This design comes from an exercise in tuning for small area on the open sky130 flow, not from production work. RTL that was checked went through simulation tests only; none was proved equivalent to the original. The RTL of run 7 was laid out without a check of its function. Power and IR drop assume default switching activity.

==> design.v <==
`timescale 1ns / 1ps
package gerd_pkg;
   localparam int NUM_BUTTONS = 32;
   localparam int CNT_WIDTH   = 9;
   localparam logic [7:0] RESET_HOLD_DELAY    = 8'd30;
   localparam logic [7:0] RESET_REPEAT_PERIOD = 8'd6;
   localparam logic [7:0] RESET_DEAD_ZONE     = 8'd20;
endpackage
`timescale 1ns / 1ps
module gerd_stick (
   input  logic        [7:0] raw,
   input  logic        [7:0] dead_zone,
   input  logic        [7:0] dead_zone_m1,    
   output logic signed [7:0] offset
);
   logic [7:0] m;
   logic [7:0] limit;
   logic       in_zone;
   function automatic logic less(input logic [7:0] a, input logic [7:0] b);
      less = 1'b0;
      for (int i = 0; i < 8; i++) less = (~a[i] & b[i]) | ((~a[i] | b[i]) & less);
   endfunction
   always_comb begin
      m      = {1'b0, raw[7] ? raw[6:0] : ~raw[6:0]};
      limit  = raw[7] ? dead_zone : dead_zone_m1;
      in_zone = less(m, limit) & (raw[7] | (dead_zone != 8'd0));
      offset = in_zone ? 8'sd0 : $signed({~raw[7], raw[6:0]});
   end
endmodule
`timescale 1ns / 1ps
module gerd_lane (
   input  logic [gerd_pkg::CNT_WIDTH-1:0] s,
   input  logic [gerd_pkg::CNT_WIDTH-1:0] wrap_at,      
   input  logic                           wrap_at_one,  
   output logic                           fire_held,    
   output logic                           wrap,         
   output logic [gerd_pkg::CNT_WIDTH-1:0] inc           
);
   localparam int W = gerd_pkg::CNT_WIDTH;
   logic         zero;
   logic         first;
   function automatic logic less(input logic [W-1:0] a, input logic [W-1:0] b);
      less = 1'b0;
      for (int i = 0; i < W; i++) less = (~a[i] & b[i]) | ((~a[i] | b[i]) & less);
   endfunction
   always_comb begin
      zero   = (s == '0);
      first  = (s[W-1:1] == '0);
      wrap   = ~less(s, wrap_at) | (zero & wrap_at_one);
      inc    = s + W'(1);
      inc[0] = inc[0] & ~zero;
      inc[1] = inc[1] | zero;
      fire_held = first | wrap;
   end
endmodule
`timescale 1ns / 1ps
module gamepad_edge_repeat_deadzone_unit (
   input  logic               clock,
   input  logic               reset,
   input  logic               req_valid,
   output logic               req_stall,
   input  logic        [31:0] req_buttons,
   input  logic        [7:0]  req_stick_x_raw,
   input  logic        [7:0]  req_stick_y_raw,
   output logic               rsp_valid,
   input  logic               rsp_stall,
   output logic        [31:0] rsp_pressed_mask,
   output logic        [31:0] rsp_released_mask,
   output logic        [31:0] rsp_held_mask,
   output logic        [31:0] rsp_repeat_mask,
   output logic signed [7:0]  rsp_stick_x_offset,
   output logic signed [7:0]  rsp_stick_y_offset,
   input  logic               csr_valid,
   output logic               csr_ready,
   input  logic        [1:0]  csr_index,
   input  logic        [7:0]  csr_data
);
   logic [8:0] delay_p1;       
   logic [7:0] period_m1;      
   logic [8:0] wrap_at;        
   logic       wrap_at_one;    
   logic [7:0] dz_ff;
   logic [8:0] delay_p1_in;
   logic [7:0] period_m1_in;
   logic [8:0] wrap_at_in;
   assign csr_ready = 1'b1;
   always_comb begin
      delay_p1_in  = delay_p1;
      period_m1_in = period_m1;
      if (csr_valid && csr_index == 2'd0) delay_p1_in = {1'b0, csr_data} + 9'd1;
      if (csr_valid && csr_index == 2'd1) period_m1_in = csr_data - {7'd0, csr_data != 8'd0};
      wrap_at_in = delay_p1_in + {1'b0, period_m1_in};
   end
   always_ff @(posedge clock) begin
      if (reset) begin
         delay_p1    <= {1'b0, gerd_pkg::RESET_HOLD_DELAY} + 9'd1;
         period_m1   <= gerd_pkg::RESET_REPEAT_PERIOD - 8'd1;
         wrap_at     <= {1'b0, gerd_pkg::RESET_HOLD_DELAY} + {1'b0, gerd_pkg::RESET_REPEAT_PERIOD};
         wrap_at_one <= 1'b0;
         dz_ff       <= gerd_pkg::RESET_DEAD_ZONE;
      end else begin
         delay_p1    <= delay_p1_in;
         period_m1   <= period_m1_in;
         wrap_at     <= wrap_at_in;
         wrap_at_one <= (wrap_at_in == 9'd1);
         if (csr_valid && csr_index == 2'd2) dz_ff <= csr_data;
      end
   end
   logic accept;
   assign req_stall = rsp_valid & rsp_stall;
   assign accept    = req_valid & ~req_stall;
   always_ff @(posedge clock) begin
      if (reset) begin
         rsp_valid <= 1'b0;
      end else if (accept) begin
         rsp_valid <= 1'b1;
      end else if (!rsp_stall) begin
         rsp_valid <= 1'b0;
      end
   end
   localparam int W = gerd_pkg::CNT_WIDTH;
   logic [31:0] fire;
   logic [31:0] level;      
   logic [31:0] prev_ff;    
   logic keep;
   assign keep = ~accept & ~reset;
   for (genvar lane = 0; lane < gerd_pkg::NUM_BUTTONS; lane++) begin : g_lane
      logic [W-1:0] s_ff;
      logic [W-1:0] inc;
      logic         fire_held;
      logic         wrap;
      logic         step;
      gerd_lane u_lane (
         .s           (s_ff),
         .wrap_at     (wrap_at),
         .wrap_at_one (wrap_at_one),
         .fire_held   (fire_held),
         .wrap        (wrap),
         .inc         (inc)
      );
      assign level[lane] = (s_ff != '0);
      assign fire[lane]  = req_buttons[lane] & fire_held;
      assign step        = accept & ~reset & req_buttons[lane];
      always_ff @(posedge clock) begin
         s_ff <= ({W{step & wrap}} & delay_p1) | ({W{step & ~wrap}} & inc) | ({W{keep}} & s_ff);
      end
   end
   logic signed [7:0] stick_x_in;
   logic signed [7:0] stick_y_in;
   logic        [7:0] dz_m1;
   assign dz_m1 = dz_ff - 8'd1;
   gerd_stick u_stick_x (
      .raw          (req_stick_x_raw),
      .dead_zone    (dz_ff),
      .dead_zone_m1 (dz_m1),
      .offset       (stick_x_in)
   );
   gerd_stick u_stick_y (
      .raw          (req_stick_y_raw),
      .dead_zone    (dz_ff),
      .dead_zone_m1 (dz_m1),
      .offset       (stick_y_in)
   );
   always_ff @(posedge clock) begin
      if (accept) begin
         prev_ff            <= level;
         rsp_repeat_mask    <= fire;
         rsp_stick_x_offset <= stick_x_in;
         rsp_stick_y_offset <= stick_y_in;
      end
   end
   assign rsp_held_mask     = level;
   assign rsp_pressed_mask  = level & ~prev_ff;
   assign rsp_released_mask = ~level & prev_ff;
endmodule
==> flow/run.sh <==
#!/bin/bash
# Own layout flow: the standard synthesis, then the same synthesis again with an
# area-oriented ABC mapping script and without the adder cell mapping (same registers and
# names, checked below), then the standard flow's
# standard layout steps with the port buffers made of buf_1 cells and a clock tree
# without dummy loads.
# Each tool's output goes to a log file of its own in the work folder.
set -euo pipefail
W=$(pwd)
R=$W/orfs/results/$FLOW_PLATFORM/gamepad_edge_repeat_deadzone_unit/base

bash standard.sh synth > $W/log_1_standard_synth.txt 2>&1
cp $R/1_2_yosys.v $W/std_1_2_yosys.v

# 2. the same synthesis with the area-oriented ABC script
sed "s|log_cmd abc {\*}\$abc_args|set abc_args [lreplace \$abc_args 1 1 $W/flow/abc_area.script]; log_cmd abc {*}\$abc_args|" \
    $FLOW_HOME/scripts/synth.tcl > $W/own_orfs_synth.tcl
grep -q "abc_area.script" $W/own_orfs_synth.tcl
sed "s|source \$::env(SCRIPTS_DIR)/synth.tcl|source $W/own_orfs_synth.tcl|" $W/synth_recipe.tcl > $W/own_synth.tcl
grep -q "own_orfs_synth.tcl" $W/own_synth.tcl
rm -f $R/1_2_yosys.v $R/1_2_yosys.sdc $R/1_synth.odb $R/1_synth.sdc
bash standard.sh SYNTH_SCRIPT=$W/own_synth.tcl ADDER_MAP_FILE= synth > $W/log_2_own_synth.txt 2>&1
cp $R/1_2_yosys.v $W/own_1_2_yosys.v

# the registers must be the standard synthesis's, by name and cell type
regs() { grep -oE "sky130_fd_sc_hd__(dfxtp|edfxtp|dfrtp|dfstp|dfbbp|dfrbp|sdfxtp|dlxtp)_[0-9]+ +[^ ]+" "$1" | sed -E 's/_[0-9]+ +/ /' | sort; }
if ! diff <(regs $W/std_1_2_yosys.v) <(regs $W/own_1_2_yosys.v) > $W/log_3_register_diff.txt; then
   echo "registers differ from the standard synthesis; using it" >> $W/log_3_register_diff.txt
   rm -f $R/1_2_yosys.v $R/1_2_yosys.sdc $R/1_synth.odb $R/1_synth.sdc
   bash standard.sh synth > $W/log_2b_standard_synth_again.txt 2>&1
fi

# 3. the standard layout steps
bash standard.sh "BUFFER_PORTS_ARGS=-buffer_cell sky130_fd_sc_hd__buf_1" \
   "CTS_ARGS=-sink_clustering_enable -repair_clock_nets -sink_clustering_size 25 -sink_clustering_max_diameter 120 -dont_use_dummy_load" \
   finish > $W/log_4_layout.txt 2>&1
==> flow/abc_area.script <==
strash
dc2
&get -n
&st
&dch -f
&nf -R 1000 -p
&put
topo
stime -c
==> standard.sh <==
#!/bin/bash
# synth_recipe.tcl (not shown) runs the flow's synth.tcl, then flattens the netlist and writes it again
# the make line also repeats each setting of config.mk as NAME=value (left out here)
make -C /OpenROAD-flow-scripts/flow DESIGN_CONFIG=/design/flow/config.mk WORK_HOME=/design/flow/orfs CLKGATE_MAP_FILE= SYNTH_SCRIPT=/design/flow/synth_recipe.tcl "${@:-finish}"
==> config.mk <==
export PLATFORM = sky130hd
export DESIGN_NAME = gamepad_edge_repeat_deadzone_unit
export DESIGN_NICKNAME = gamepad_edge_repeat_deadzone_unit
export VERILOG_FILES = /design/flow/design.v
export SDC_FILE = /design/flow/constraint.sdc
export NUM_CORES = 4
export LEC_CHECK = 0
export CAP_MARGIN = 0
export CORE_MARGIN = 2
export CORE_UTILIZATION = 50
export CTS_CLUSTER_DIAMETER = 120
export CTS_CLUSTER_SIZE = 25
export GPL_TIMING_DRIVEN = 0
export SLEW_MARGIN = 0
==> constraint.sdc <==
create_clock -name core_clock -period 5.0 [get_ports {clock}]
set_input_delay 1.0000 -clock core_clock [delete_from_list [all_inputs] [get_ports {clock}]]
set_output_delay 1.0000 -clock core_clock [all_outputs]
set_load 0.01 [all_outputs]
==> results_dict.tcl, run 1 <==
set metrics [dict create \
    status "timing/DRC/antenna clean" \
    path_buf_inv 1 \
    r2r_start "wrap_at[2]" \
    netlist.top_cell.by_area "dfxtp_1" \
    htreeDepth 1 \
    clock_tree.root_cell "clkbuf_16" \
    io_buffers 208 \
    final_util_pct 56.7 \
    drv_cap 0 \
    dp.final_hpwl_mm 42.4 \
    place_congestion 0.832 \
    post-cts-setup-buffers 0 \
    period_share_pct 94.6 \
    max-vdd-ir-drop_mv 0.290 \
    synth_seq_area_share_pct 39.5 \
    arrival_ns 5.26 \
    cts_buffer_depth 3 \
    antenna_found_initial 1 \
    num-fill-cells 4080 \
    rsz0062_at_grt "no" \
    crit_fanout 34 \
    synth_top_area_share_pct 28.8 \
    max_stage_delay_ns 0.76 \
    hold_buffers 0 \
    grt_pass1_wl_mm 109 \
    setup_viol 0 \
    synth_cell_types 42 \
    power.total_mw 6.80 \
    crit_slowest_cell "dfxtp_2" \
    grt_pass1_vias 20140 \
    worstSetupStartpointType "flop" \
    max_freq_mhz 211 \
    dpl.cell_count 3434 \
    cp_cell_sequence "clkinv_4, maj3_1, maj3_1, maj3_1, maj3_1, maj3_1, a21oi_1, a221oi_1, a21oi_1, o21ai_0, nand3b_1, nor3b_1, a221o_1" \
    initial_core_util_pct 50.7 \
    die_h_um 216 \
    place_area_um2 24600 \
    core_um2 44300 \
    grt_use_met1_pct 40.6 \
    cts_tree "built" \
    whs_ns 0.509 \
    synth-seq-cells 404 \
    r2r_slack_ns 0.27 \
    numCtsBuffers 20 \
    power_density_nw_per_um2 271 \
    hold_path_class "flop to flop" \
    nets 2928 \
    cp.depth 13 \
    drv_slew 0 \
    cp-end-kind "flop" \
    die_w_um 216 \
    rows 77 \
    viasPerCell 6.26 \
    cts_sinks 404 \
    fin_ws_ns 0.269 \
    grt_busiest_layer "met2" \
    postSynthCellCount 2610 \
    crit_start "wrap_at[2]" \
    hold_violations 0 \
    syn_avg_cell_area_um2 8.62 \
    fin_skew_ns 0.0844 \
    r2r_cells 13 \
    drtAntennaViolNets 0 \
    cp.required_ns 5.53 \
    drive_gt1_share_pct 2.58 \
    yosys_warnings 3 \
    detail_route.iter0.violations 1960 \
    design.portCount 210 \
    cp-endpoint "g_lane[27].s_ff[3]" \
    final_cell_count_no_fill 3456 \
    crit_type "flop to flop" \
    dieArea_um2 46700 \
    first_pass_iters 6 \
    final_area_um2 25100 \
    relSlewSlack_pct 37.2 \
    drcViolationCount 0 \
    critical-path-top-delay-family "adder cells" \
    grt_max_degree 83 \
    syn-cell-area_um2 22500 \
    tightest_slew_ns 0.942 \
    vias 21635 \
    synth_nets 2673 \
    dp_slack_ns -0.690 \
    clk_pin_slew_ns 0.10 \
    setup_tns_ns 0 \
    cp_common_cell "maj3_1" \
    grtUsageMet2_pct 47.1 \
    fin_crit_ns 4.73 \
    synth_area_leaders "dfxtp_1 (29%), edfxtp_1 (11%), a22oi_1 (7.8%), o21ai_0 (6.6%), maj3_1 (5.4%)" \
    wl_per_cell_um 20.2 \
    grt_use_total_pct 28.9 \
    met3_usage_pct 3.56 \
    routed_wl_mm 69.7 \
    insertion_delay_ns 0.58 \
    area_growth_pct 11.6 \
    leakage_nw 8.10 \
    overflow 0 \
    r2r_end "g_lane[27].s_ff[3]" \
]
layout make-up:
type / count / area [um^2] / share of cell area (%)
multi-input cells: 2045 / 13000 / 51.8
flip-flops and latches: 404 / 8910 / 35.5
repair buffers: 233 / 1310 / 5.23
well taps: 592 / 741 / 2.95
inverters: 160 / 619 / 2.47
clock buffers: 20 / 500 / 1.99
plain buffers: 1 / 7.51 / 0.0299
diodes: 1 / 2.50 / 0.00997
power by group:
part	total (mW)	switching, mW	internal (mW)
clock	1.81	1.09	0.720
combinational	1.33	0.853	0.477
sequential	3.66	0.198	3.47
total	6.80	2.14	4.66
tightest hold or removal path, cell delays in order, from the launching register on:
cell and delay, ns:
dfxtp_1 0.35, nand2_1 0.06, a21oi_1 0.05
flip-flops by register name (all words and copies together) (netlist names):
register	flops
delay_p1	9
rsp_repeat_mask	32
rsp_valid	1
prev_ff	32
g_lane.s_ff	288
wrap_at	9
wrap_at_one	1
rsp_stick_x_offset	8
dz_ff	8
rsp_stick_y_offset	8
period_m1	8
repair_timing:
action / 4_1_cts / 5_1_grt
gates resized for setup: 3 / 2
endpoints found under the setup margin: 134 / 11
cloned: 0 / 0
worst min path at each step:
stage	startpoint	end	slack [ns]	cells after the start
4_1_cts	dz_ff[7]	dz_ff[7]	0.50	2
3_3_place_gp	dz_ff[7]	dz_ff[7]	0.49	2
3_5_place_dp	dz_ff[7]	dz_ff[7]	0.49	2
2_1_floorplan	dz_ff[7]	dz_ff[7]	0.44	2
5_1_grt	dz_ff[7]	dz_ff[7]	0.53	2
6_report	dz_ff[7]	dz_ff[7]	0.51	2
cell families (layout without fill, tap and decap cells):
kind of cell | after synthesis | count (layout) | share of synthesized area [%]
AOI/OAI and AO/OA | 925 | 925 | 26.5
and+or+nand+nor | 812 | 812 | 18.6
DFF | 404 | 404 | 39.5
xor gates and xnor gates | 186 | 186 | 7.24
buffers and inverters | 161 | 414 | 2.70
adders and majority gates | 121 | 121 | 5.39
other | 1 | 2 | 0.0167
cells in the mapped netlist:
cell	number
dfxtp_1	324
o21ai_0	296
a22oi_1	234
nand2_1	224
clkinv_1	160
nor2_1	139
a21oi_1	137
maj3_1	121
xnor2_1	118
edfxtp_1	80
nand4_1	70
xor2_1	68
a221o_1	64
nand2b_1	59
nor3b_1	59
o22ai_1	58
nor4_1	52
and2_0	48
nand3_1	41
nor3_1	36
a21o_1	31
a31oi_1	27
a21boi_0	26
nor2b_1	25
and3_1	23
nand3b_1	17
o221ai_1	11
a221oi_1	10
a2bb2oi_1	10
o21a_1	9
or4_1	9
o2bb2ai_1	6
or2_0	5
o21bai_1	3
or3_1	3
a211oi_1	1
a31o_1	1
buf_4	1
conb_1	1
nor4b_1	1
o31ai_1	1
or3b_1	1
layout by cell type (no fill, tap or decap), types with 6 or more instances in the layout:
master / instances
nor3_1: 36
nand3b_1: 17
buf_12: 21
nor3b_1: 59
nand3_1: 41
a221oi_1: 10
o21ai_0: 296
o22ai_1: 58
o221ai_1: 11
nand2_1: 223
xnor2_1: 118
a2bb2oi_1: 10
clkinv_1: 152
a22oi_1: 234
xor2_1: 68
dfxtp_2: 15
nor2_1: 138
a221o_1: 64
o21a_1: 9
a21oi_1: 137
edfxtp_1: 80
a31oi_1: 27
nor4_1: 52
or4_1: 9
dfxtp_1: 309
nor2b_1: 24
and3_1: 23
nand4_1: 70
a21o_1: 31
clkbuf_16: 20
nand2b_1: 59
o2bb2ai_1: 6
buf_1: 207
maj3_1: 121
and2_0: 47
a21boi_0: 26
per-layer routing:
layer | vias to the layer above | wire length, um
li1 | 10409 | -
met1 | 10415 | 31700
met2 | 716 | 31600
met3 | 93 | 4820
met4 | 2 | 1540
met5 | - | 12
==> run 2: changes to the inputs <==
==> flow/abc_area.script (replaced) <==
strash
dc2
dc2
dc2
dc2
dc2
&get -n
&st
&dch -f
&nf -R 1000 -p -F 8 -A 4
&put
topo
stime -c
--- a/config.mk
+++ b/config.mk
@@ -7,7 +7,7 @@
 export LEC_CHECK = 0
 export CAP_MARGIN = 0
 export CORE_MARGIN = 2
-export CORE_UTILIZATION = 50
+export CORE_UTILIZATION = 55
 export CTS_CLUSTER_DIAMETER = 120
 export CTS_CLUSTER_SIZE = 25
 export GPL_TIMING_DRIVEN = 0
==> run 2 against run 1 <==
Sequential share of layout area up 0.79 points. Setup slack worse by 0.053 ns. Design area down 2.2%. Still clean on timing, DRC and antenna. Hold slack better by 0.015 ns. Final cell count down 2.1%.
==> results_dict.tcl, run 2 <==
set metrics [dict create \
    htreeDepth 1 \
    min_path_cells 2 \
    yosys_warnings 3 \
    synthMostInstantiatedCell "dfxtp_1" \
    dieArea_um2 41600 \
    final_cell_count_no_fill 3382 \
    wl_met2_mm 31.5 \
    synth_top_area_share_pct 29.5 \
    vias 21752 \
    io_buffers 208 \
    arrival_ns 5.30 \
    cp.required_ns 5.51 \
    synth_ff_type "dfxtp_1" \
    synth_async_sr_flop_share_pct 0 \
    dp.final_hpwl_mm 42.4 \
    cts_tree "built" \
    detail_route.iter0.violations 1911 \
    p_comb_share_pct 19.6 \
    setup_viol 0 \
    grt_max_degree 83 \
    rsz0062_at_grt "no" \
    core_um2 39600 \
    r2r_slack_ns 0.22 \
    routed_wl_mm 68.2 \
    overflow 0 \
    fin_crit_ns 4.78 \
    insertion_delay_ns 0.57 \
    grt_use_total_pct 31.5 \
    route.met3.wl_mm 5.61 \
    crit_type "flop to flop" \
    p_int_mw 4.64 \
    rows 73 \
    hold_path_class "flop to flop" \
    m1WireLength_mm 29.0 \
    fin_skew_ns 0.0670 \
    viasPerCell 6.43 \
    final_cell_mix "o21ai_0 (320), dfxtp_1 (311), nand2_1 (245), buf_1 (207), a22oi_1 (205)" \
    num-fill-cells 3571 \
    die_w_um 204 \
    numCtsBuffers 20 \
    clk_pin_slew_ns 0.10 \
    syn_avg_cell_area_um2 8.46 \
    grt_pass1_vias 19755 \
    power_density_nw_per_um2 276 \
    place_congestion 0.830 \
    drive_gt1_share_pct 2.66 \
    synth_common_cells "dfxtp_1 (324), o21ai_0 (320), nand2_1 (246), a22oi_1 (205), clkinv_1 (180)" \
    tightest_slew_ns 1.26 \
    grt_pass1_wl_mm 105 \
    first_pass_iters 6 \
    synth_area_leaders "dfxtp_1 (29%), edfxtp_1 (11%), o21ai_0 (7.3%), a22oi_1 (7.0%), nand2_1 (4.2%)" \
    synth_edf_count 80 \
    r2r_cells 11 \
    power_switching_mw 2.14 \
    initial_core_util_pct 55.5 \
    synth-seq-cells 404 \
    synth_seq_area_share_pct 40.4 \
    postSynthCellCount 2600 \
    drv_cap 0 \
    drv_slew 0 \
    area_growth_pct 11.7 \
    crit_fanout 42 \
    largest_registers "g_lane.s_ff: 288 flops, prev_ff: 32 flops, rsp_repeat_mask: 32 flops" \
    setup_tns_ns 0 \
    hold_start "g_lane[8].s_ff[8]" \
    topRoutingLayerUsed "met4" \
    drtAntennaViolNets 0 \
    leakage_nw 8.13 \
    regMostFlops "g_lane.s_ff" \
    largest_register_ffs 288 \
    clkPwrFrac_pct 26.5 \
    period_share_pct 95.7 \
    drcViolationCount 0 \
    synth_cell_types 51 \
    max_freq_mhz 209 \
    cp-end-kind "flop" \
    r2r_start "wrap_at[3]" \
    die_h_um 204 \
    final_util_pct 62.0 \
    status "timing/DRC/antenna clean" \
    synth_nets 2663 \
    wl_per_cell_um 20.2 \
    clock_tree.root_cell "clkbuf_16" \
    nets 2920 \
    netlist.top_cell.by_area "dfxtp_1" \
    dpl.cell_count 3358 \
    design.portCount 210 \
    relSlewSlack_pct 16.2 \
    syn-cell-area_um2 22000 \
    final_common_cell "o21ai_0" \
    hold_violations 0 \
    p_sw_share_pct 31.6 \
    r2r_end "g_lane[18].s_ff[3]" \
    seq_power_share_pct 53.9 \
    max-vdd-ir-drop_mv 0.273 \
    cts_sinks 404 \
    antenna_found_initial 2 \
    holdPathEnd "g_lane[8].s_ff[8]" \
    cts_buffer_depth 3 \
    worstSetupStartpointType "flop" \
]
[run 2: cell types whose count changed after synthesis, moves of 26 or more]
| cell | previous run | this run |
|---|---|---|
| a222oi_1 | 0 | 27 |
| a22oi_1 | 234 | 205 |
| maj3_1 | 121 | 85 |
| nand4_1 | 70 | 44 |
| nor3b_1 | 59 | 28 |
| o211ai_1 | 0 | 27 |
| xor2_1 | 68 | 34 |
[run 2: worst max path at each step]
stage                          start            endpoint  slack, ns  depth (start not counted)
final                     wrap_at[3]  g_lane[18].s_ff[3]       0.22                         11
after global routing      wrap_at[3]  g_lane[18].s_ff[3]       0.01                         11
after CTS                 wrap_at[1]  g_lane[18].s_ff[3]       0.06                         13
after detailed placement  wrap_at[1]  g_lane[18].s_ff[3]      -1.62                         13
after global placement     rsp_stall   g_lane[4].s_ff[8]      -3.95                          8
after floorplan            rsp_stall  g_lane[14].s_ff[2]      -0.07                          5
[run 2: worst max-delay path, cell delays in order, from the launching register on]
cell,delay (ns)
dfxtp_1,0.54
clkinv_2,0.79
maj3_1,0.66
maj3_1,0.36
maj3_1,0.36
maj3_1,0.37
maj3_1,0.36
maj3_1,0.39
a21oi_1,0.18
nand3_1,0.29
nor3b_1,0.29
a221o_1,0.13
[run 2: repair_timing]
action,CTS,global route
pin swaps,0,0
hold endpoints to repair,0,0
cloned,1,0
setup endpoints to repair,246,9
resized for setup,7,5
buffers inserted,0,1
hold buffers,0,0
[run 2: kinds of logic after synthesis]
| kind of cell | Yosys count | synth area share (%) |
|---|---|---|
| multiplexers | 2 | 0.0967 |
| AO/OA/AOI/OAI | 1016 | 30.0 |
| flip-flops | 404 | 40.4 |
| XOR/XNOR | 132 | 5.26 |
| adder cells (fa/ha/maj) | 85 | 3.87 |
| AND/OR/NAND/NOR | 779 | 17.2 |
| buffers and inverters | 181 | 3.11 |
| other | 1 | 0.0170 |
[run 2: stage by stage]
step                      hold WS, ns  power (mW)  worst slack [ns]  cell area [um^2]
after floorplan                 0.469        4.45           -0.0659             22000
after global placement          0.488        4.94             -3.95             23500
after detailed placement        0.508        5.03             -1.62             24000
after CTS                       0.525        6.80            0.0597             24500
after global routing            0.546        7.06            0.0122             24600
final                           0.524        6.78             0.216             24600
[run 2: cell type report]
type | instances | area (um^2) | area share, %
inverter | 180 | 711 | 2.89
tap | 525 | 657 | 2.67
clock buffer | 20 | 500 | 2.04
buffer | 1 | 7.51 | 0.0306
timing repair inverter | 1 | 3.75 | 0.0153
antenna | 2 | 5.00 | 0.0204
multi-input combinational | 2015 | 12500 | 50.7
timing repair buffer | 234 | 1320 | 5.36
sequential | 404 | 8910 | 36.3
[run 2: power by group through the flow]
stage | Clock [mW] | Sequential (mW) | Combinational, mW
6_report | 1.79 | 3.66 | 1.33
5_1_grt | 1.93 | 3.67 | 1.45
4_1_cts | 1.83 | 3.65 | 1.31
3_5_place_dp | 0 | 3.72 | 1.30
3_3_place_gp | 0 | 3.75 | 1.19
2_1_floorplan | 0 | 3.67 | 0.779
[run 2: layer usage]
metal	vias to the layer above	GRT usage [%]
li1	10441	-
met4	0	10.7
met1	10314	42.4
met2	853	52.6
met5	-	0
met3	144	3.83
==> run 3: changes to the inputs <==
--- a/design.v
+++ b/design.v
@@ -80,6 +80,7 @@
    logic [8:0] wrap_at;        
    logic       wrap_at_one;    
    logic [7:0] dz_ff;
+   assign wrap_at_one = (wrap_at == 9'd1);
    logic [8:0] delay_p1_in;
    logic [7:0] period_m1_in;
    logic [8:0] wrap_at_in;
@@ -96,13 +97,11 @@
          delay_p1    <= {1'b0, gerd_pkg::RESET_HOLD_DELAY} + 9'd1;
          period_m1   <= gerd_pkg::RESET_REPEAT_PERIOD - 8'd1;
          wrap_at     <= {1'b0, gerd_pkg::RESET_HOLD_DELAY} + {1'b0, gerd_pkg::RESET_REPEAT_PERIOD};
-         wrap_at_one <= 1'b0;
          dz_ff       <= gerd_pkg::RESET_DEAD_ZONE;
       end else begin
          delay_p1    <= delay_p1_in;
          period_m1   <= period_m1_in;
          wrap_at     <= wrap_at_in;
-         wrap_at_one <= (wrap_at_in == 9'd1);
          if (csr_valid && csr_index == 2'd2) dz_ff <= csr_data;
       end
    end
--- a/config.mk
+++ b/config.mk
@@ -11,4 +11,5 @@
 export CTS_CLUSTER_DIAMETER = 120
 export CTS_CLUSTER_SIZE = 25
 export GPL_TIMING_DRIVEN = 0
+export PLACE_DENSITY = 0.72
 export SLEW_MARGIN = 0
==> run 3 against run 2 <==
Utilization down 0.16 points. Die area decreased by 0.58%. Synthesized cell count shrank 2.9%. Design area is 0.72% lower. Register-to-register slack improved by 0.16 ns. Sequential cell count fell by 1. Critical path depth is 8 higher. Critical path type is now input port to flop. Critical endpoint is now wrap_at[8].
==> results_dict.tcl, run 3 <==
set metrics [dict create \
    cts_tree "built" \
    synth-xor-area-share_pct 5.41 \
    viasPerCell 6.61 \
    status "timing/DRC/antenna clean" \
    fin_crit_ns 4.64 \
    synth_common_cells "dfxtp_1 (323), o21ai_0 (292), nand2_1 (225), a22oi_1 (187), a21oi_1 (179)" \
    crit_start "csr_data[1]" \
    drive_gt1_share_pct 2.56 \
    period_share_pct 92.8 \
    overflow 0 \
    diodes 0 \
    crit_type "input port to flop" \
    first_pass_iters 7 \
    cp_cell_sequence "buf_1, or4_1, nor4_1, o31ai_1, o21ai_0, xor2_1, and2_0, o21ai_0, nand2_1, and2_0, o21bai_1, nand2_1, o21ai_0, maj3_1, maj3_1, nand2_1, nand2_1, xnor2_1, nor2_1" \
    r2r_slack_ns 0.38 \
    max-vdd-ir-drop_mv 0.250 \
    r2r_cells 14 \
    final_area_um2 24400 \
    cp-endpoint "wrap_at[8]" \
    yosys_warnings 3 \
    r2r_end "g_lane[21].s_ff[8]" \
    setup_viol 0 \
    numCtsBuffers 20 \
    synth_seq_area_share_pct 40.6 \
    synthAdderAreaFrac_pct 4.26 \
    wl_per_cell_um 20.4 \
    grt_pass1_vias 20120 \
    max_stage_delay_ns 0.55 \
    yosys-mux-area-fraction_pct 0.0458 \
    fin_ws_ns 0.359 \
    routed_wl_mm 67.4 \
    io_buffers 208 \
    r2r_start "wrap_at[1]" \
    rows 73 \
    final_cell_mix "dfxtp_1 (311), o21ai_0 (292), nand2_1 (224), buf_1 (207), a22oi_1 (187)" \
    insertion_delay_ns 0.55 \
    rsz0062_at_grt "no" \
    core_um2 39500 \
    fin_skew_ns 0.0694 \
    synthMostInstantiatedCell "dfxtp_1" \
    synth_cell_types 48 \
    synth-compound-area-share_pct 29.8 \
    synthSimpleGateAreaFrac_pct 17.8 \
    drtAntennaViolNets 0 \
    cts_sinks 403 \
    synth_area_leaders "dfxtp_1 (30%), edfxtp_1 (11%), o21ai_0 (6.7%), a22oi_1 (6.4%), maj3_1 (4.3%)" \
    die_h_um 203 \
    area_growth_pct 11.5 \
    tightest_slew_ns 1.28 \
    largest_register_ffs 288 \
    synth_ff_type "dfxtp_1" \
    largest_registers "g_lane.s_ff: 288 flops, prev_ff: 32 flops, rsp_repeat_mask: 32 flops" \
    hold_buffers 0 \
    crit_fanout 9 \
    power_density_nw_per_um2 275 \
    final_common_cell "dfxtp_1" \
    dieArea_um2 41400 \
    regMostFlops "g_lane.s_ff" \
    cts_buffer_depth 3 \
    clk_pin_slew_ns 0.11 \
    dp.final_hpwl_mm 41.6 \
    drv_slew 0 \
    die_w_um 203 \
    syn_avg_cell_area_um2 8.66 \
    design.portCount 210 \
    max_freq_mhz 215 \
    hold_violations 0 \
    syn-cell-area_um2 21900 \
    nets 2840 \
    clock_tree.root_cell "clkbuf_16" \
    synth_top_area_share_pct 29.6 \
    grt_use_total_pct 31.5 \
    hold_path_class "flop to flop" \
    antenna_found_initial 0 \
    drcViolationCount 0 \
    place_congestion 0.825 \
    grt_max_degree 83 \
    initial_core_util_pct 55.4 \
    crit_slowest_cell "or4_1" \
    cp_common_cell "nand2_1" \
    place_area_um2 23800 \
    cp.required_ns 5.41 \
    worstSetupStartpointType "input port" \
    synth_edf_count 80 \
    relSlewSlack_pct 14.5 \
    synth_nets 2587 \
    drv_cap 0 \
    synth_top_family_by_area "compound AO/OA/AOI/OAI gates" \
    vias 21824 \
    dp_slack_ns -0.669 \
    postSynthCellCount 2524 \
    detail_route.iter0.violations 1817 \
    synth-seq-cells 403 \
    grt_pass1_wl_mm 106 \
    htreeDepth 1 \
    cp-end-kind "flop" \
    synth_async_sr_flop_share_pct 0 \
    leakage_nw 8.05 \
    arrival_ns 5.05 \
    netlist.top_cell.by_area "dfxtp_1" \
    power.total_mw 6.70 \
]
==> run 3: changes by cell type after synthesis, moves of 17 or more <==
cell	before	now
a21oi_1	155	179
a22oi_1	205	187
a222oi_1	27	10
clkinv_1	180	119
nand3_1	47	30
nor3b_1	28	45
nand2_1	246	225
o21ai_0	320	292
nor2b_1	18	36
and3_1	40	59
a221o_1	55	92
==> run 3: timing repair <==
action / 4_1_cts / 5_1_grt
setup buffers: 0 / 0
endpoints found under the setup margin: 122 / 14
gates resized for setup: 6 / 5
gates cloned: 0 / 0
pin swaps: 0 / 0
==> run 3: layout make-up <==
type / instances / area (um^2)
Fill cell: 3492 / 15100
Multi-Input combinational cell: 2001 / 12600
Sequential cell: 403 / 8880
Timing Repair Buffer: 231 / 1270
Tap cell: 525 / 657
Clock buffer: 20 / 500
Inverter: 119 / 493
Buffer: 1 / 7.51
==> run 3: through the flow <==
stage	hold WS [ns]	cells	utilization [%]	setup TNS (ns)
after floorplan	0.460	2524	-	-1.54
after global placement	0.500	3257	59.1	-691.48
after detailed placement	0.512	3280	60.4	-31.35
after CTS	0.531	3300	61.8	0
after global routing	0.548	3300	61.8	0
final	0.529	3300	61.8	0
==> run 3: power by group <==
part,switching [mW],internal [mW],leakage (nW)
clock,1.06,0.720,0.246
sequential,0.175,3.46,3.41
combinational,0.844,0.451,4.39
==> run 3: routing by layer <==
layer,track usage [%],routed length (um)
met1,43.4,28500
met3,3.68,5880
met4,11.3,2290
met5,0,0
met2,51.1,30800
==> run 3: how the worst min path moves through the flow <==
| stage | slack [ns] | to | start | cells after the start |
|---|---|---|---|---|
| 6_report | 0.53 | g_lane[23].s_ff[8] | g_lane[23].s_ff[8] | 2 |
| 4_1_cts | 0.53 | dz_ff[6] | dz_ff[6] | 2 |
| 3_3_place_gp | 0.50 | period_m1[4] | period_m1[4] | 2 |
| 5_1_grt | 0.55 | period_m1[4] | period_m1[4] | 2 |
| 2_1_floorplan | 0.46 | dz_ff[7] | dz_ff[7] | 2 |
| 3_5_place_dp | 0.51 | period_m1[4] | period_m1[4] | 2 |
==> run 3: worst max-delay path, delay by kind of cell <==
| family | cells | cell delay (ns) |
|---|---|---|
| AND/OR/NAND/NOR | 9 | 1.80 |
| AO/OA/AOI/OAI | 5 | 0.92 |
| adder cells (fa/ha/maj) | 2 | 0.86 |
| buffers and inverters | 1 | 0.19 |
| XOR/XNOR | 2 | 0.28 |
==> run 3: kinds of logic (layout without fill, tap and decap cells) <==
group,Yosys count,count (layout)
mux,1,1
other cells,1,1
xor+xnor,135,135
fa+ha+maj,93,93
buf+inv,120,371
simple gates,773,773
compound gates,998,998
flops,403,403
==> run 4: changes to the inputs <==
==> flow/abc_area.script (replaced) <==
strash
dc2
dc2
dc2
dc2
dc2
dc2
dc2
dc2
&get -n
&st
&dch -f
&nf -R 1000 -p -F 8 -A 4
&put
topo
stime -c
--- a/config.mk
+++ b/config.mk
@@ -11,5 +11,4 @@
 export CTS_CLUSTER_DIAMETER = 120
 export CTS_CLUSTER_SIZE = 25
 export GPL_TIMING_DRIVEN = 0
-export PLACE_DENSITY = 0.72
 export SLEW_MARGIN = 0
==> run 4 against run 3 <==
Still clean. Critical path depth decreased by 5. Die area decreased by 0.24%. Clock power about the same. Count of clock-buffer cells in the layout unchanged. Final cell count increased by 0.79%. Clock skew decreased by 0.0036 ns. Largest power group unchanged.
==> results_dict.tcl, run 4 <==
set metrics [dict create \
    nets 2873 \
    final_cell_mix "o21ai_0 (316), dfxtp_1 (311), nand2_1 (231), buf_1 (207), a21oi_1 (206)" \
    hold_violations 0 \
    synth_common_cells "dfxtp_1 (323), o21ai_0 (316), nand2_1 (232), a21oi_1 (206), a22oi_1 (193)" \
    largest_register_ffs 288 \
    grt_max_degree 83 \
    insertion_delay_ns 0.57 \
    htreeDepth 1 \
    viasPerCell 6.54 \
    syn_avg_cell_area_um2 8.53 \
    dp.final_hpwl_mm 40.5 \
    clock_tree.root_cell "clkbuf_16" \
    antenna_found_initial 1 \
    fin_ws_ns 0.349 \
    drtAntennaViolNets 0 \
    max-vdd-ir-drop_mv 0.196 \
    cp_cell_sequence "inv_8, o22ai_1, o21ai_0, maj3_1, maj3_1, maj3_1, maj3_1, maj3_1, a21oi_1, a2bb2oi_1, a21boi_0, nand3_1, nor3b_1, a221o_1" \
    core_um2 38900 \
    first_pass_iters 5 \
    post-cts-setup-buffers 0 \
    drcViolationCount 0 \
    fin_crit_ns 4.65 \
    initial_core_util_pct 56.0 \
    grt_use_total_pct 31.5 \
    netlist.top_cell.by_area "dfxtp_1" \
    crit_fanout 37 \
    r2r_slack_ns 0.35 \
    diodes 0 \
    crit_slowest_cell "dfxtp_4" \
    synth_seq_area_share_pct 40.7 \
    rsz0062_at_grt "no" \
    grt_pass1_wl_mm 106 \
    synth_nets 2619 \
    synth_ff_type "dfxtp_1" \
    max_stage_delay_ns 0.76 \
    largest_registers "g_lane.s_ff: 288 flops, prev_ff: 32 flops, rsp_repeat_mask: 32 flops" \
    fin_skew_ns 0.0657 \
    vias 21747 \
    syn-cell-area_um2 21800 \
    crit_type "flop to flop" \
    drive_gt1_share_pct 2.53 \
    cp-end-kind "flop" \
    synth_async_sr_flop_share_pct 0 \
    num-fill-cells 3448 \
    overflow 0 \
    arrival_ns 5.16 \
    relSlewSlack_pct 13.3 \
    synth_cell_types 45 \
    drv_cap 0 \
    area_growth_pct 11.5 \
    detail_route.iter0.violations 1838 \
    synth_top_area_share_pct 29.6 \
    final_common_cell "o21ai_0" \
    clk_pin_slew_ns 0.10 \
    worstSetupStartpointType "flop" \
    routed_wl_mm 67.5 \
    dp_slack_ns -0.836 \
    drv_slew 0 \
    tightest_slew_ns 1.30 \
    synthMostInstantiatedCell "dfxtp_1" \
    cts_buffer_depth 3 \
    period_share_pct 93.0 \
    regMostFlops "g_lane.s_ff" \
    hold_path_class "flop to flop" \
    setup_viol 0 \
    die_w_um 203 \
    rows 72 \
    io_buffers 208 \
    wl_per_cell_um 20.3 \
    synth_edf_count 80 \
    design.portCount 210 \
    cp_common_cell "maj3_1" \
    numCtsBuffers 20 \
    dieArea_um2 41300 \
    die_h_um 203 \
    cts_tree "built" \
    power_density_nw_per_um2 279 \
    cp.required_ns 5.51 \
    synth-seq-cells 403 \
    postSynthCellCount 2556 \
    grt_pass1_vias 19923 \
    place_congestion 0.823 \
    status "timing/DRC/antenna clean" \
    cts_sinks 403 \
    max_freq_mhz 215 \
    leakage_nw 7.94 \
    setup_tns_ns 0 \
    yosys_warnings 3 \
    synth_area_leaders "dfxtp_1 (30%), edfxtp_1 (11%), o21ai_0 (7.3%), a22oi_1 (6.6%), a21oi_1 (4.7%)" \
]
run 4: cell count changes after synthesis, moves of 11 or more:
cell | previous run | this run
nor2_1 | 147 | 158
xor2_1 | 40 | 28
nor2b_1 | 36 | 24
o21ai_0 | 292 | 316
maj3_1 | 93 | 67
clkinv_1 | 119 | 131
a21oi_1 | 179 | 206
run 4: cells by family after synthesis:
family | count (synthesis) | synth area share (%)
muxes | 1 | 0.0459
adders and majority gates | 67 | 3.07
AOI/OAI and AO/OA | 1055 | 31.2
buffers and inverters | 132 | 2.29
other | 1 | 0.0172
xor gates and xnor gates | 131 | 5.26
and+or+nand+nor | 766 | 17.4
DFF | 403 | 40.7
run 4: path summary, 6_finish.rpt:
path | endpoint | from | depth (start not counted)
min reg2reg | period_m1[7] | period_m1[7] | 2
min | period_m1[7] | period_m1[7] | 2
max reg2reg | g_lane[27].s_ff[0] | wrap_at[1] | 14
max | g_lane[27].s_ff[0] | wrap_at[1] | 14
run 4: repair_timing:
item	CTS	global route
setup endpoints to repair	138	10
hold buffers	0	0
gates cloned	1	0
gates resized for setup	5	3
run 4: metrics by stage:
step / instance area, um^2 / hold WS, ns / utilization (%) / std cells / total power, mW
floorplan: 21800 / 0.449 / - / 2556 / 4.48
global placement: 23300 / 0.476 / 59.8 / 3282 / 4.97
detailed placement: 23800 / 0.490 / 61.2 / 3305 / 5.06
CTS: 24300 / 0.513 / 62.5 / 3326 / 6.81
global route: 24300 / 0.548 / 62.5 / 3326 / 7.07
finish: 24300 / 0.516 / 62.5 / 3326 / 6.80
run 4: final cells by class:
type                       instances  area (um^2)  share of cell area (%)
inverter                         131          517                    2.12
timing repair inverter             1         3.75                  0.0154
multi-input combinational       2021        12500                    51.3
sequential                       403         8890                    36.5
buffer                             1         7.51                  0.0309
tap                              518          648                    2.66
timing repair buffer             231         1290                    5.32
clock buffer                      20          500                    2.06
run 4: worst max-delay path: cells and delay by family (launching register included):
| family | cells | cell delay [ns] |
|---|---|---|
| compound gates | 6 | 1.09 |
| fa+ha+maj | 5 | 1.83 |
| buf+inv | 1 | 0.28 |
| flops | 1 | 0.76 |
| simple gates | 2 | 0.63 |
run 4: routing by layer:
| metal | GRT usage [%] | up-vias | part of all wire [%] |
|---|---|---|---|
| met5 | 0 | - | 0.016 |
| met4 | 10.0 | 2 | 3.0 |
| met3 | 3.47 | 154 | 8.2 |
| met2 | 52.9 | 903 | 47 |
| met1 | 42.7 | 10316 | 42 |
| li1 | - | 10372 | - |
run 4: power by group:
| group | leakage, nW | total [mW] | switching, mW | internal, mW |
|---|---|---|---|---|
| registers | 3.41 | 3.67 | 0.208 | 3.46 |
| clock network | 0.246 | 1.78 | 1.06 | 0.720 |
| logic | 4.28 | 1.34 | 0.871 | 0.471 |
==> run 5: changes to the inputs <==
==> flow/abc_area.script (replaced) <==
strash
dc2
dc2
dc2
dc2
dc2
&get -n
&st
&dch -f
&nf -R 1000 -p -F 8 -A 4
&put
topo
stime -c
==> run 5 against run 4 <==
Sequential cell count is the same. Critical path depth unchanged. Final cell count is 0.81% lower. Clock skew grew 0.022 ns. Wire length increased by 0.39%. Fmax down 0.85%. Total power is 1.5% lower. Critical endpoint is now g_lane[21].s_ff[8]. Largest power group unchanged.
==> results_dict.tcl, run 5 <==
set metrics [dict create \
    hold_path_class "flop to flop" \
    first_pass_iters 5 \
    numCtsBuffers 20 \
    dp.final_hpwl_mm 41.4 \
    wl_per_cell_um 20.5 \
    max_freq_mhz 213 \
    die_h_um 203 \
    viasPerCell 6.54 \
    setup_viol 0 \
    clkPwrFrac_pct 26.5 \
    die_w_um 203 \
    post-cts-setup-buffers 0 \
    synth_top_area_share_pct 29.6 \
    drtAntennaViolNets 0 \
    cts_sinks 403 \
    seq_power_share_pct 54.3 \
    antenna_found_initial 2 \
    status "timing/DRC/antenna clean" \
    synth_async_sr_flop_share_pct 0 \
    setup_tns_ns 0 \
    p_comb_share_pct 19.1 \
    insertion_delay_ns 0.56 \
    whs_ns 0.525 \
    power_switching_mw 2.08 \
    synth-seq-cells 403 \
    met3_usage_pct 3.95 \
    cts_buffer_depth 3 \
    io_buffers 208 \
    synth_seq_area_share_pct 40.6 \
    grt_use_total_pct 31.3 \
    p_sw_share_pct 31.0 \
    netlist.top_cell.by_area "dfxtp_1" \
    initial_core_util_pct 55.4 \
    syn-cell-area_um2 21900 \
    rsz0062_at_grt "no" \
    largest_registers "g_lane.s_ff: 288 flops, prev_ff: 32 flops, rsp_repeat_mask: 32 flops" \
    period_share_pct 93.8 \
    max-vdd-ir-drop_mv 0.199 \
    dieArea_um2 41400 \
    synth_edf_count 80 \
    clock_tree.root_cell "clkbuf_16" \
    p_int_mw 4.62 \
    drv_slew 0 \
    hold_violations 0 \
    cp.required_ns 5.46 \
    nets 2839 \
    path_buf_inv 1 \
    synth_nets 2587 \
    clk_pin_slew_ns 0.10 \
    critical-path-top-delay-family "adder cells" \
    synth_area_leaders "dfxtp_1 (30%), edfxtp_1 (11%), o21ai_0 (6.7%), a22oi_1 (6.4%), maj3_1 (4.3%)" \
    detail_route.iter0.violations 1939 \
    overflow 0 \
    leakage_nw 8.03 \
    crit_type "flop to flop" \
    fin_skew_ns 0.0876 \
    hold_buffers 0 \
    place_congestion 0.816 \
    cp-end-kind "flop" \
    drv_cap 0 \
    routed_wl_mm 67.7 \
    largest_register_ffs 288 \
    htreeDepth 1 \
    final_cell_mix "dfxtp_1 (311), o21ai_0 (292), nand2_1 (224), buf_1 (207), a22oi_1 (187)" \
    max_stage_delay_ns 0.71 \
    vias 21590 \
    worstSetupStartpointType "flop" \
    yosys_warnings 3 \
    power_density_nw_per_um2 275 \
    grt_use_met1_pct 44.7 \
    final_common_cell "dfxtp_1" \
    relSlewSlack_pct 8.95 \
    fin_crit_ns 4.69 \
    design.portCount 210 \
    area_growth_pct 11.3 \
    diodes 0 \
    synth_cell_types 48 \
    synthMostInstantiatedCell "dfxtp_1" \
    synth_common_cells "dfxtp_1 (323), o21ai_0 (292), nand2_1 (225), a22oi_1 (187), a21oi_1 (179)" \
    core_um2 39500 \
    arrival_ns 5.16 \
    synth_ff_type "dfxtp_1" \
    rows 73 \
    grt_pass1_vias 19221 \
    crit_slowest_cell "dfxtp_4" \
    regMostFlops "g_lane.s_ff" \
    tightest_slew_ns 1.37 \
    cp_common_cell "maj3_1" \
    grt_busiest_layer "met2" \
    cp_cell_sequence "inv_8, a211oi_1, o22ai_1, maj3_1, maj3_1, maj3_1, maj3_1, maj3_1, maj3_1, a21oi_1, nand3_1, a21oi_1, o21ai_0, o211ai_1" \
    crit_fanout 37 \
    grtUsageMet2_pct 49.8 \
    grt_pass1_wl_mm 104 \
    drcViolationCount 0 \
    grt_max_degree 83 \
    cts_tree "built" \
    drive_gt1_share_pct 2.52 \
    syn_avg_cell_area_um2 8.66 \
    postSynthCellCount 2524 \
]
run 5: cell types whose count changed after synthesis, moves of 7 or more:
cell / before / now
xnor2_1: 103 / 95
a221o_1: 100 / 92
nand2_1: 232 / 225
nor2b_1: 24 / 36
a21oi_1: 206 / 179
o21ai_0: 316 / 292
clkinv_1: 131 / 119
xor2_1: 28 / 40
a222oi_1: 0 / 10
nor2_1: 158 / 147
maj3_1: 67 / 93
run 5: final timing paths:
path / depth (start not counted) / slack (ns) / endpoint / start
worst max-delay path: 14 / 0.31 / g_lane[21].s_ff[8] / wrap_at[1]
worst min-delay path: 2 / 0.52 / period_m1[4] / period_m1[4]
worst max register to register: 14 / 0.31 / g_lane[21].s_ff[8] / wrap_at[1]
worst min register to register: 2 / 0.52 / period_m1[4] / period_m1[4]
run 5: worst min-delay path: stages (launching register included):
cell,delay (ns)
dfxtp_1,0.32
a21oi_1,0.09
nor2_1,0.08
run 5: cell families after synthesis:
kind of cell,after synthesis,share of synthesized area (%)
simple gates,773,17.8
buf+inv,120,2.08
compound gates,998,29.8
mux,1,0.0458
xor+xnor,135,5.41
flops,403,40.6
fa+ha+maj,93,4.26
other cells,1,0.0171
run 5: stage by stage:
stage / cells / power [mW] / instance area [um^2] / utilization [%] / setup slack, ns
global placement: 3257 / 4.89 / 23300 / 59.1 / -2.61
global route: 3299 / 6.97 / 24300 / 61.7 / 0.0616
finish: 3299 / 6.70 / 24300 / 61.7 / 0.309
detailed placement: 3279 / 4.97 / 23800 / 60.3 / -0.860
CTS: 3299 / 6.71 / 24300 / 61.7 / 0.0288
floorplan: 2524 / 4.42 / 21900 / - / -0.0736
run 5: routing by layer:
metal / share of wire (%) / wire length, um
met4: 2.6 / 1780
met1: 44 / 29800
met5: 0.019 / 13
met3: 8.7 / 5910
met2: 45 / 30300
run 5: layout make-up:
class | count | area [um^2]
tap | 525 | 657
fill | 3620 | 15100
clock buffer | 20 | 500
multi-input combinational | 2001 | 12600
sequential | 403 | 8890
buffer | 1 | 7.51
inverter | 119 | 493
timing repair buffer | 230 | 1230
run 5: timing repair:
action | in CTS | in global routing
hold endpoints to repair | 0 | 0
gates resized for setup | 8 | 4
setup endpoints to repair | 99 | 10
run 5: power groups by stage:
| stage | registers (mW) | clock network, mW | logic (mW) |
|---|---|---|---|
| floorplan | 3.66 | 0 | 0.756 |
| global placement | 3.73 | 0 | 1.16 |
| detailed placement | 3.70 | 0 | 1.26 |
| CTS | 3.63 | 1.81 | 1.27 |
| global route | 3.66 | 1.92 | 1.39 |
| finish | 3.64 | 1.78 | 1.28 |
==> run 6: changes to the inputs <==
--- a/config.mk
+++ b/config.mk
@@ -7,7 +7,7 @@
 export LEC_CHECK = 0
 export CAP_MARGIN = 0
 export CORE_MARGIN = 2
-export CORE_UTILIZATION = 55
+export CORE_UTILIZATION = 60
 export CTS_CLUSTER_DIAMETER = 120
 export CTS_CLUSTER_SIZE = 25
 export GPL_TIMING_DRIVEN = 0
==> run 6 against run 5 <==
Still clean. Synthesized area stayed put. Critical path depth stayed put. Utilization is 6.3 points higher. Register-to-register slack better by 0.08 ns. Design area is 0.10% lower. Total power is 0.18% lower. Wire length is 2.1% lower. Critical path type unchanged.
==> results_dict.tcl, run 6 <==
set metrics [dict create \
    die_h_um 195 \
    final_common_cell "dfxtp_1" \
    place_area_um2 23800 \
    synthMostInstantiatedCell "dfxtp_1" \
    final_area_um2 24300 \
    p_int_mw 4.62 \
    cts_buffer_depth 3 \
    num-fill-cells 3013 \
    vias 21808 \
    rsz0062_at_grt "no" \
    drv_slew 0 \
    setup_tns_ns 0 \
    p_sw_share_pct 30.8 \
    crit_start "wrap_at[1]" \
    synth_nets 2587 \
    tightest_slew_ns 1.42 \
    hold_buffers 0 \
    synth_top_area_share_pct 29.6 \
    largest_register_ffs 288 \
    max_freq_mhz 217 \
    leakage_nw 8.05 \
    viasPerCell 6.74 \
    wl_per_cell_um 20.5 \
    synth_cell_types 48 \
    cp-end-kind "flop" \
    insertion_delay_ns 0.56 \
    worstSetupStartpointType "flop" \
    r2r_start "wrap_at[1]" \
    power_switching_mw 2.06 \
    io_buffers 208 \
    status "timing/DRC/antenna clean" \
    regMostFlops "g_lane.s_ff" \
    arrival_ns 5.07 \
    fin_skew_ns 0.0672 \
    place_congestion 0.851 \
    htreeDepth 1 \
    largest_registers "g_lane.s_ff: 288 flops, prev_ff: 32 flops, rsp_repeat_mask: 32 flops" \
    numCtsBuffers 20 \
    whs_ns 0.532 \
    dieArea_um2 38000 \
    setup_viol 0 \
    relSlewSlack_pct 4.74 \
    synth_ff_type "dfxtp_1" \
    detail_route.iter0.violations 1997 \
    cts_sinks 403 \
    dp_slack_ns -1.20 \
    power_density_nw_per_um2 275 \
    rows 69 \
    clk_pin_slew_ns 0.11 \
    drcViolationCount 0 \
    routed_wl_mm 66.3 \
    hold_start "g_lane[13].s_ff[8]" \
    first_pass_iters 9 \
    cp.required_ns 5.45 \
    syn-cell-area_um2 21900 \
    final_cell_count_no_fill 3237 \
    drv_cap 0 \
    hold_path_class "flop to flop" \
    crit_fanout 37 \
    grt_pass1_wl_mm 105 \
    cts_tree "built" \
    synth-seq-cells 403 \
    core_um2 35700 \
    fin_ws_ns 0.388 \
    drtAntennaViolNets 0 \
    overflow 0 \
    synth_area_leaders "dfxtp_1 (30%), edfxtp_1 (11%), o21ai_0 (6.7%), a22oi_1 (6.4%), maj3_1 (4.3%)" \
    grt_max_degree 83 \
    p_comb_share_pct 19.2 \
    final_cell_mix "dfxtp_1 (311), o21ai_0 (292), nand2_1 (224), buf_1 (207), a22oi_1 (187)" \
    dpl.cell_count 3216 \
    drive_gt1_share_pct 2.52 \
    period_share_pct 92.2 \
    design.portCount 210 \
    synth_async_sr_flop_share_pct 0 \
    max-vdd-ir-drop_mv 0.236 \
    area_growth_pct 11.2 \
    clock_tree.root_cell "clkbuf_16" \
    syn_avg_cell_area_um2 8.66 \
    synth_edf_count 80 \
    fin_crit_ns 4.61 \
    die_w_um 195 \
    dp.final_hpwl_mm 41.0 \
    netlist.top_cell.by_area "dfxtp_1" \
    crit_type "flop to flop" \
    antenna_found_initial 1 \
    clkPwrFrac_pct 26.4 \
    synth_seq_area_share_pct 40.6 \
    seq_power_share_pct 54.4 \
    hold_violations 0 \
    postSynthCellCount 2524 \
    yosys_warnings 3 \
    grt_pass1_vias 19892 \
    initial_core_util_pct 61.2 \
    nets 2840 \
    grt_use_total_pct 33.6 \
    synth_common_cells "dfxtp_1 (323), o21ai_0 (292), nand2_1 (225), a22oi_1 (187), a21oi_1 (179)" \
]
## run 6: power groups by stage
stage	Sequential (mW)	Combinational (mW)	Clock (mW)
2_1_floorplan	3.66	0.756	0
5_1_grt	3.65	1.39	1.88
3_5_place_dp	3.70	1.26	0
6_report	3.64	1.29	1.76
3_3_place_gp	3.73	1.14	0
4_1_cts	3.63	1.27	1.78
## run 6: area by class of cell
type / count / area, um^2 / area share (%)
repair buffers: 231 / 1290 / 5.29
multi-input cells: 2001 / 12600 / 51.7
plain buffers: 1 / 7.51 / 0.0309
diodes: 1 / 2.50 / 0.0103
inverters: 119 / 493 / 2.03
well taps: 461 / 577 / 2.37
flip-flops and latches: 403 / 8890 / 36.5
clock buffers: 20 / 500 / 2.06
## run 6: worst paths after layout
check	end	slack [ns]	cells past startpoint
min reg2reg	g_lane[13].s_ff[8]	0.53	2
max	g_lane[21].s_ff[8]	0.39	14
min	g_lane[13].s_ff[8]	0.53	2
max reg2reg	g_lane[21].s_ff[8]	0.39	14
## run 6: timing repair
item                       CTS  global route
gates resized for setup      8             5
setup buffers                0             0
hold endpoints to repair     0             0
setup endpoints to repair  265            12
## run 6: logic make-up (layout without fill, tap and decap cells)
kind of cell,Yosys count,count (layout),synth area share (%)
multiplexers,1,1,0.0458
flip-flops,403,403,40.6
AO/OA/AOI/OAI,998,998,29.8
buffers and inverters,120,371,2.08
adder cells (fa/ha/maj),93,93,4.26
other,1,2,0.0171
XOR/XNOR,135,135,5.41
AND/OR/NAND/NOR,773,773,17.8
## run 6: per-layer routing
layer / global-route usage [%] / part of all wire, % / wire, um / up-vias
met4: 11.2 / 3.3 / 2180 / 0
met1: 45.1 / 42 / 27900 / 10403
met2: 55.8 / 46 / 30600 / 978
met3: 4.55 / 8.7 / 5740 / 169
met5: 0 / 0 / 0 / -
li1: - / - / - / 10258
## run 6: worst max-delay path, stage by stage, from the launching register on
cell and delay, ns:
dfxtp_4 0.67, inv_8 0.24, a211oi_1 0.30, o22ai_1 0.12, maj3_1 0.37, maj3_1 0.36, maj3_1 0.36, maj3_1 0.36
maj3_1 0.36, maj3_1 0.35, a21oi_1 0.20, nand3_1 0.33, a21oi_1 0.25, o21ai_0 0.12, o211ai_1 0.10
## run 6: through the flow
| stage | utilization, % | total power [mW] |
|---|---|---|
| 6_report | 68.0 | 6.69 |
| 4_1_cts | 68.0 | 6.68 |
| 3_5_place_dp | 66.5 | 4.96 |
| 2_1_floorplan | - | 4.42 |
| 5_1_grt | 68.0 | 6.92 |
| 3_3_place_gp | 65.0 | 4.87 |
==> run 7: changes to the inputs <==
--- a/design.v
+++ b/design.v
@@ -75,54 +75,63 @@
    input  logic        [1:0]  csr_index,
    input  logic        [7:0]  csr_data
 );
-   logic [8:0] delay_p1;       
-   logic [7:0] period_m1;      
-   logic [8:0] wrap_at;        
-   logic       wrap_at_one;    
+   logic [7:0] delay_ff;
+   logic [7:0] period_ff;
    logic [7:0] dz_ff;
-   assign wrap_at_one = (wrap_at == 9'd1);
-   logic [8:0] delay_p1_in;
-   logic [7:0] period_m1_in;
-   logic [8:0] wrap_at_in;
    assign csr_ready = 1'b1;
-   always_comb begin
-      delay_p1_in  = delay_p1;
-      period_m1_in = period_m1;
-      if (csr_valid && csr_index == 2'd0) delay_p1_in = {1'b0, csr_data} + 9'd1;
-      if (csr_valid && csr_index == 2'd1) period_m1_in = csr_data - {7'd0, csr_data != 8'd0};
-      wrap_at_in = delay_p1_in + {1'b0, period_m1_in};
-   end
    always_ff @(posedge clock) begin
       if (reset) begin
-         delay_p1    <= {1'b0, gerd_pkg::RESET_HOLD_DELAY} + 9'd1;
-         period_m1   <= gerd_pkg::RESET_REPEAT_PERIOD - 8'd1;
-         wrap_at     <= {1'b0, gerd_pkg::RESET_HOLD_DELAY} + {1'b0, gerd_pkg::RESET_REPEAT_PERIOD};
-         dz_ff       <= gerd_pkg::RESET_DEAD_ZONE;
-      end else begin
-         delay_p1    <= delay_p1_in;
-         period_m1   <= period_m1_in;
-         wrap_at     <= wrap_at_in;
-         if (csr_valid && csr_index == 2'd2) dz_ff <= csr_data;
+         delay_ff  <= gerd_pkg::RESET_HOLD_DELAY;
+         period_ff <= gerd_pkg::RESET_REPEAT_PERIOD;
+         dz_ff     <= gerd_pkg::RESET_DEAD_ZONE;
+      end else if (csr_valid) begin
+         case (csr_index)
+            2'd0:    delay_ff  <= csr_data;
+            2'd1:    period_ff <= csr_data;
+            2'd2:    dz_ff     <= csr_data;
+            default: ;
+         endcase
       end
    end
+      logic pending_ff;    
    logic accept;
    assign req_stall = rsp_valid & rsp_stall;
    assign accept    = req_valid & ~req_stall;
    always_ff @(posedge clock) begin
       if (reset) begin
          rsp_valid <= 1'b0;
+         pending_ff   <= 1'b0;
       end else if (accept) begin
          rsp_valid <= 1'b1;
+         pending_ff   <= 1'b1;
       end else if (!rsp_stall) begin
          rsp_valid <= 1'b0;
       end
    end
+   logic [7:0] period_min1;
+   logic [8:0] wrap_at_in;
+   logic [8:0] delay_p1_in;
+   assign period_min1 = {period_ff[7:1], period_ff[0] | (period_ff[7:1] == 7'd0)};
+   assign wrap_at_in  = {1'b0, delay_ff} + {1'b0, period_min1};
+   assign delay_p1_in = {1'b0, delay_ff} + 9'd1;
+   logic [8:0] wrap_at;
+   logic [8:0] delay_p1;
+   logic       wrap_at_one;
+   always_ff @(posedge clock) begin
+      if (accept) begin
+         rsp_held_mask <= req_buttons;
+         wrap_at       <= wrap_at_in;
+         delay_p1      <= delay_p1_in;
+         wrap_at_one   <= (delay_ff == 8'd0) & (period_ff[7:1] == 7'd0);
+      end
+   end
    localparam int W = gerd_pkg::CNT_WIDTH;
    logic [31:0] fire;
-   logic [31:0] level;      
-   logic [31:0] prev_ff;    
+   logic [31:0] level;
+   logic        advance;
+   assign advance = accept & pending_ff;
    logic keep;
-   assign keep = ~accept & ~reset;
+   assign keep = ~advance & ~reset;
    for (genvar lane = 0; lane < gerd_pkg::NUM_BUTTONS; lane++) begin : g_lane
       logic [W-1:0] s_ff;
       logic [W-1:0] inc;
@@ -138,8 +147,8 @@
          .inc         (inc)
       );
       assign level[lane] = (s_ff != '0);
-      assign fire[lane]  = req_buttons[lane] & fire_held;
-      assign step        = accept & ~reset & req_buttons[lane];
+      assign fire[lane]  = rsp_held_mask[lane] & fire_held;
+      assign step        = advance & ~reset & rsp_held_mask[lane];
       always_ff @(posedge clock) begin
          s_ff <= ({W{step & wrap}} & delay_p1) | ({W{step & ~wrap}} & inc) | ({W{keep}} & s_ff);
       end
@@ -162,13 +171,11 @@
    );
    always_ff @(posedge clock) begin
       if (accept) begin
-         prev_ff            <= level;
-         rsp_repeat_mask    <= fire;
          rsp_stick_x_offset <= stick_x_in;
          rsp_stick_y_offset <= stick_y_in;
       end
    end
-   assign rsp_held_mask     = level;
-   assign rsp_pressed_mask  = level & ~prev_ff;
-   assign rsp_released_mask = ~level & prev_ff;
+   assign rsp_pressed_mask   = rsp_held_mask & ~level;
+   assign rsp_released_mask  = ~rsp_held_mask & level;
+   assign rsp_repeat_mask    = fire;
 endmodule
==> flow/abc_area.script (replaced) <==
strash
dc2
&get -n
&st
&dch -f
&nf -R 1000 -p
&put
topo
stime -c
--- a/config.mk
+++ b/config.mk
@@ -7,7 +7,7 @@
 export LEC_CHECK = 0
 export CAP_MARGIN = 0
 export CORE_MARGIN = 2
-export CORE_UTILIZATION = 60
+export CORE_UTILIZATION = 50
 export CTS_CLUSTER_DIAMETER = 120
 export CTS_CLUSTER_SIZE = 25
 export GPL_TIMING_DRIVEN = 0
==> run 7 against run 6 <==
Still clean. Synthesized area fell by 0.60%. Clock skew up 0.0058 ns. Via count decreased by 2.4%. Fmax fell by 5.3%. Global-route usage is 3.9 points lower.
==> results_dict.tcl, run 7 <==
set metrics [dict create \
    regMostFlops "g_lane.s_ff" \
    tightest_slew_ns 1.38 \
    place_area_um2 24300 \
    power_density_nw_per_um2 251 \
    final_area_um2 25100 \
    clk_pin_slew_ns 0.10 \
    htreeDepth 1 \
    hold_buffers 0 \
    synth_async_sr_flop_share_pct 0 \
    num-fill-cells 3969 \
    relSlewSlack_pct 7.67 \
    fin_skew_ns 0.0730 \
    antenna_found_initial 0 \
    dp_slack_ns -0.924 \
    cts_buffer_depth 3 \
    synth_cell_types 47 \
    netlist.top_cell.by_area "dfxtp_1" \
    synth_nets 2556 \
    syn-cell-area_um2 21700 \
    fin_crit_ns 4.87 \
    drv_cap 0 \
    synth_common_cells "dfxtp_1 (314), clkinv_1 (221), nand2_1 (212), xnor2_1 (152), nor2_1 (141)" \
    die_w_um 213 \
    cp_cell_sequence "clkbuf_16, clkbuf_16, nand2b_1, maj3_1, maj3_1, maj3_2, maj3_1, maj3_2, maj3_1, a21oi_1, o221a_1, a21boi_0, buf_2" \
    yosys_warnings 3 \
    synthMostInstantiatedCell "dfxtp_1" \
    overflow 0 \
    insertion_delay_ns 0.57 \
    cp.required_ns 4.00 \
    synth_ff_type "dfxtp_1" \
    crit_fanout 5 \
    clock_tree.root_cell "clkbuf_16" \
    area_growth_pct 15.5 \
    arrival_ns 3.87 \
    grt_max_degree 71 \
    r2r_slack_ns 0.90 \
    drv_slew 0 \
    max_stage_delay_ns 0.40 \
    nets 2849 \
    worstSetupStartpointType "flop" \
    min_path_cells 2 \
    final_util_pct 58.4 \
    synth_edf_count 67 \
    drcViolationCount 0 \
    leakage_nw 8.10 \
    io_buffers 208 \
    final_cell_mix "dfxtp_1 (312), clkinv_1 (213), nand2_1 (211), buf_1 (199), xnor2_1 (152)" \
    die_h_um 213 \
    period_share_pct 97.4 \
    synth_seq_area_share_pct 38.2 \
    routed_wl_mm 69.7 \
    hold_path_class "flop to flop" \
    syn_avg_cell_area_um2 8.72 \
    cp-end-kind "primary output" \
    synth-seq-cells 381 \
    grt_use_total_pct 29.7 \
    largest_register_ffs 288 \
    design.portCount 210 \
    grt_pass1_wl_mm 107 \
    core_um2 43000 \
    max-vdd-ir-drop_mv 0.231 \
    numCtsBuffers 19 \
    r2r_start "wrap_at[0]" \
    synth_top_area_share_pct 28.9 \
    initial_core_util_pct 50.6 \
    cp_common_cell "maj3_1" \
    place_congestion 0.824 \
    largest_registers "g_lane.s_ff: 288 flops, rsp_held_mask: 32 flops" \
    crit_slowest_cell "edfxtp_1" \
    max_freq_mhz 205 \
    r2r_end "g_lane[25].s_ff[5]" \
    drtAntennaViolNets 0 \
    vias 21293 \
    rows 76 \
    wl_per_cell_um 20.7 \
    dp.final_hpwl_mm 44.0 \
    diodes 0 \
    drive_gt1_share_pct 5.03 \
    hold_start "period_ff[0]" \
    power.total_mw 6.29 \
    final_common_cell "dfxtp_1" \
    status "timing/DRC/antenna clean" \
    fin_ws_ns 0.129 \
    r2r_cells 17 \
    cts_sinks 381 \
    dieArea_um2 45200 \
    grt_pass1_vias 19358 \
    viasPerCell 6.32 \
    postSynthCellCount 2493 \
    hold_violations 0 \
    holdPathEnd "period_ff[0]" \
    first_pass_iters 14 \
    synth_area_leaders "dfxtp_1 (29%), edfxtp_1 (9.3%), a222oi_1 (6.3%), xnor2_1 (6.1%), maj3_1 (6.0%)" \
    setup_viol 0 \
    crit_type "flop to primary output" \
    cts_tree "built" \
    detail_route.iter0.violations 2059 \
]
## run 7: kinds of logic (layout without fill, tap and decap cells)
kind of cell               after synthesis  after routing  share of synthesized area (%)
AOI/OAI and AO/OA                      774            774                           25.7
DFF                                    381            381                           38.2
xor gates and xnor gates               186            186                           7.49
buffers and inverters                  222            513                           3.85
and+or+nand+nor                        798            798                           18.7
other                                    1              1                         0.0173
muxes                                    1              1                         0.0461
adders and majority gates              130            130                           5.99
## run 7: power breakdown
part           total [mW]  switching, mW  leakage (nW)  internal (mW)
sequential           3.38          0.160          3.19           3.22
combinational        1.18          0.719          4.68          0.456
clock                1.73           1.05         0.234          0.686
total                6.29           1.93          8.10           4.36
## run 7: worst max-delay path by stage
stage / slack (ns) / start / endpoint / depth (start not counted)
2_1_floorplan: -0.45 / rsp_stall / g_lane[0].s_ff[2] / 5
3_3_place_gp: -3.40 / rsp_stall / g_lane[31].s_ff[8] / 6
3_5_place_dp: -0.92 / wrap_at[4] / rsp_repeat_mask[30] / 10
4_1_cts: -0.04 / wrap_at[0] / rsp_repeat_mask[7] / 13
5_1_grt: -0.02 / wrap_at[0] / rsp_repeat_mask[7] / 13
6_report: 0.13 / wrap_at[0] / rsp_repeat_mask[17] / 13
## run 7: stage by stage
| stage | setup TNS [ns] | std cells | hold slack (ns) |
|---|---|---|---|
| after detailed placement | -12.26 | 3325 | 0.476 |
| after floorplan | -115.69 | 2493 | 0.444 |
| after global placement | -979.22 | 3286 | 0.463 |
| after global routing | -0.0260 | 3369 | 0.543 |
| final | 0 | 3369 | 0.490 |
| after CTS | -0.0362 | 3359 | 0.490 |
## run 7: layer usage
layer | track usage (%) | wire, um | up-vias
li1 | - | - | 10184
met1 | 40.4 | 30000 | 10186
met2 | 49.8 | 32700 | 809
met3 | 3.75 | 5340 | 114
met4 | 7.84 | 1660 | 0
met5 | 0 | 0 | -
## run 7: worst max-delay path, delay by kind of cell (launching register included)
family,cells,cell delay (ns)
compound gates,3,0.41
buf+inv,3,0.47
simple gates,1,0.06
flops,1,0.40
fa+ha+maj,6,2.03
## run 7: cell type report
type | count | area, um^2 | share of cell area (%)
plain buffers | 1 | 7.51 | 0.0299
flip-flops and latches | 381 | 8300 | 33.1
well taps | 585 | 732 | 2.92
inverters | 221 | 870 | 3.46
repair buffers | 271 | 2000 | 7.96
clock buffers | 19 | 475 | 1.89
multi-input cells | 1890 | 12700 | 50.6
repair inverters | 1 | 8.76 | 0.0349
## run 7: timing repair
item / CTS / global route
cloned: 1 / 1
pin swaps: 1 / 7
resized for setup: 11 / 57
buffers inserted: 14 / 9
setup endpoints to repair: 62 / 13
endpoints found under the hold margin: 0 / 0
